Source: an optimization exercise on an open RTL-to-GDS flow (aim: small area, a short achievable clock period and few clock cycles per item). Production flows keep margins and buffers that such runs may drop. Only simulation tests tie the RTL to the original design; equivalence was not proved. Power is estimated from default activity; no workload was simulated.

==> run H <==
// flock_separation_steer
module flock_separation_steer #(
	parameter int SUM_WIDTH = 48
) (
	input  logic        clk,
	input  logic        arst_n,
	input  logic        nbr_valid,
	output logic        nbr_ready,
	input  logic [23:0] agent_x,
	input  logic [23:0] agent_y,
	input  logic [23:0] neighbor_x,
	input  logic [23:0] neighbor_y,
	input  logic        last_neighbor,
	input  logic        no_neighbors,
	output logic        steer_valid,
	input  logic        steer_ready,
	output logic [23:0] vel_x,
	output logic [23:0] vel_y,
	output logic        valid_res,
	input  logic        cfg_valid,
	output logic        cfg_ready,
	input  logic        cfg_index,
	input  logic [23:0] cfg_data
);
==> flow/config.mk <==
export PLATFORM = sky130hd
export DESIGN_NAME = flock_separation_steer
export DESIGN_NICKNAME = flock_separation_steer
export VERILOG_FILES = /design/flow/design.v
export SDC_FILE = /design/flow/constraint.sdc
export NUM_CORES = 4
export LEC_CHECK = 0
export CAP_MARGIN = 20
export CORE_MARGIN = 2
export CORE_UTILIZATION = 40
export SLEW_MARGIN = 20
==> flow/constraint.sdc <==
create_clock -name core_clock -period 11.0 [get_ports {clk}]
set_input_delay 2.2000 -clock core_clock [delete_from_list [all_inputs] [get_ports {clk}]]
set_output_delay 2.2000 -clock core_clock [all_outputs]
set_load 0.01 [all_outputs]
standard.sh (not shown) runs the stock make flow with config.mk's settings and CLKGATE_MAP_FILE= SYNTH_SCRIPT=/design/flow/synth_recipe.tcl, a recipe that flattens the netlist after the stock synthesis.
==> flow/flow/run.sh <==
#!/bin/bash
set -euo pipefail
bash standard.sh SETUP_SLACK_MARGIN=6 finish > make.log 2>&1
==> inputs of run F, as changes to run H <==
--- a/flow/design.v
+++ b/flow/design.v
@@ -155,15 +155,14 @@
 	localparam int R_SUM = 0, R_SUM2 = 1, R_M28 = 2, R_NORM = 3, R_OC = 4;
 	localparam int Q_SR2 = 0, Q_DIV = 1, Q_IN = 2, Q_R2X = 3, Q_MS = 4;
 	localparam int M_IN = 0, M_R = 1;
 	localparam int D_MD2 = 0, D_SR2 = 1, D_SQRT = 2, D_RX = 3, D_ZERO = 4, D_SL31 = 5;
 	localparam int C_CLR = 0, C_INC2 = 1, C_INC1 = 2, C_DEC1 = 3;
 	logic [4:0]  st, st_n;
 	logic [5:0]  cnt;
-	logic [31:0] bv;       
 	logic [63:0] d;
 	logic [23:0] ms_q;
 	logic [31:0] md2_q;
 	logic        first, skip, sv, vres, f_last, f_empty, nrdy, crdy, sb;
 	logic [3:0]  asel, asel_n;
 	logic [4:0]  bsel, bsel_n;
 	logic [4:0]  isel_n;
@@ -189,18 +188,15 @@
 	assign ady      = dy_in[24] ? {agent_y[23], agent_y} - {neighbor_y[23], neighbor_y} : dy_in;
 	assign mx_in    = (st == S_CFGA) ? {15'd0, cfg_data[15:0]} : {6'd0, adx};
 	assign my_in    = (st == S_CFGA) ? 31'd0 : {6'd0, ady};
 	assign qx_in    = (st == S_CFGA) ? {16'd0, cfg_data[15:0]} : {7'd0, adx};
 	assign qy_in    = (st == S_CFGA) ? 32'h8000_0000 : {7'd0, ady};
 	assign mul_last = ~|(qx[31:2] | qy[31:2]);
 	assign is_mul   = (st == S_MULC) || (st == S_MULN) || (st == S_MULS) || (st == S_MULP);
-	always_comb for (int j = 0; j < 32; j++) begin
-		bitv[2*j]   = bv[j];
-		bitv[2*j+1] = 1'b0;
-	end
+	assign bitv     = dop[D_SQRT] ? (64'd1 << (7'd62 - {cnt, 1'b0})) : 64'd0;
 	assign dvx      = d | bitv | (rx[63] ? {bitv[62:0], 1'b0} : 64'd0)
 		| (sb ? {bitv[61:0], 2'b00} : 64'd0);
 	assign skip_n   = cx || (mx == 31'd0 && my == 31'd0);
 	assign mor     = {8'd0, rx[39:0] | ry[39:0]};
 	assign nsel[2] = |mor[47:32];
 	assign nsel[0] = !(|mor[47:26]);
 	assign nsel[1] = !nsel[2] && (mor[31] || (!mor[30] && (|mor[29:26])));
@@ -355,18 +351,15 @@
 			nrdy  <= 1'b1;
 			crdy  <= 1'b0;
 			first <= 1'b1;
 			ms_q  <= 24'd256;
 			md2_q <= 32'd1;
 			c_acc <= 1'b0;
 			c_cap <= 1'b1;
-			bv    <= 32'd0;
 		end else begin
-			if (st_n == S_SQRT && st != S_SQRT) bv <= 32'h8000_0000;
-			else bv <= {1'b0, bv[31:1]};
 			st    <= st_n;
 			nrdy  <= (st_n == S_IDLE) || (st_n == S_OUT) || (st_n == S_ACC && !f_last);
 			crdy  <= (st_n == S_CFGA);
 			c_acc <= c_acc_n;
 			c_cap <= c_cap_n;
 			if (st == S_CFGA && !cfg_index) ms_q <= cfg_data;
 			if (st == S_MD2W) md2_q <= {rx[30:0], mx[0]};
==> flow/flow/run.sh (replaced) <==
#!/bin/bash
set -euo pipefail
bash standard.sh SETUP_SLACK_MARGIN=7 finish > make.log 2>&1
==> inputs of run X, as changes to run H <==
==> flow/flow/run.sh (replaced) <==
#!/bin/bash
set -euo pipefail
bash standard.sh SETUP_SLACK_MARGIN=6.5 finish > make.log 2>&1
==> summary of the runs <==
Run F finished with timing, DRC and antenna clean. Run X ran to the end with no violations. Run H completed with no timing, DRC or antenna violations. In flip-flop and latch count, run H and run X do not differ. In run X the power is smaller than in run F, by about 11%. Between run F and run H, the lower critical path depth is in run H (gap 2). The lowest register-to-register slack belongs to run H, the highest to run X. Clock power is about the same in run H and run X. The highest worst setup slack belongs to run X, the lowest to run H. The lowest sequential power belongs to run X, the highest to run F. Non-clock buffer count, highest first: run F, run X, run H.
Testbench counts of run H, summed over its fixed seeds: cycles 139,210, items 800.
Testbench counts of run F, summed over its fixed seeds: cycles 139,210, items 800.
Testbench counts of run X, summed over its fixed seeds: cycles 139,210, items 800.

[re-timing with driven ports]
How much do the figures lean on ideal ports? The routed layouts below were timed once more, with nothing changed but the port constraints.
Step 1 (the two cells are an assumption about what drives the block):
set clk [get_ports {clk}]
set_driving_cell -lib_cell sky130_fd_sc_hd__clkbuf_16 $clk
set_driving_cell -lib_cell sky130_fd_sc_hd__buf_2 [delete_from_list [all_inputs] $clk]
Step 2 times the ports against the registers' clock, not the clock port: input delays grow and output delays shrink by t, the midpoint of the rising clock arrivals with the driver on.
Three values: ideal ports, drivers, drivers and shift; two values: the first two.
run | t, ns | slack for setup (ns) | cell pins on the clock port's net
run H | 0.737 | 5.936 / 5.936 / 5.398 | 1
run F | 0.750 | 5.975 / 5.975 / 5.422 | 1
run X | 0.747 | 6.135 / 6.135 / 5.484 | 1
After both steps setup and hold are still met in every run listed. The setup slack of run X, which loses most, moves by 0.000 ns with the drivers and by -0.651 ns with both steps.
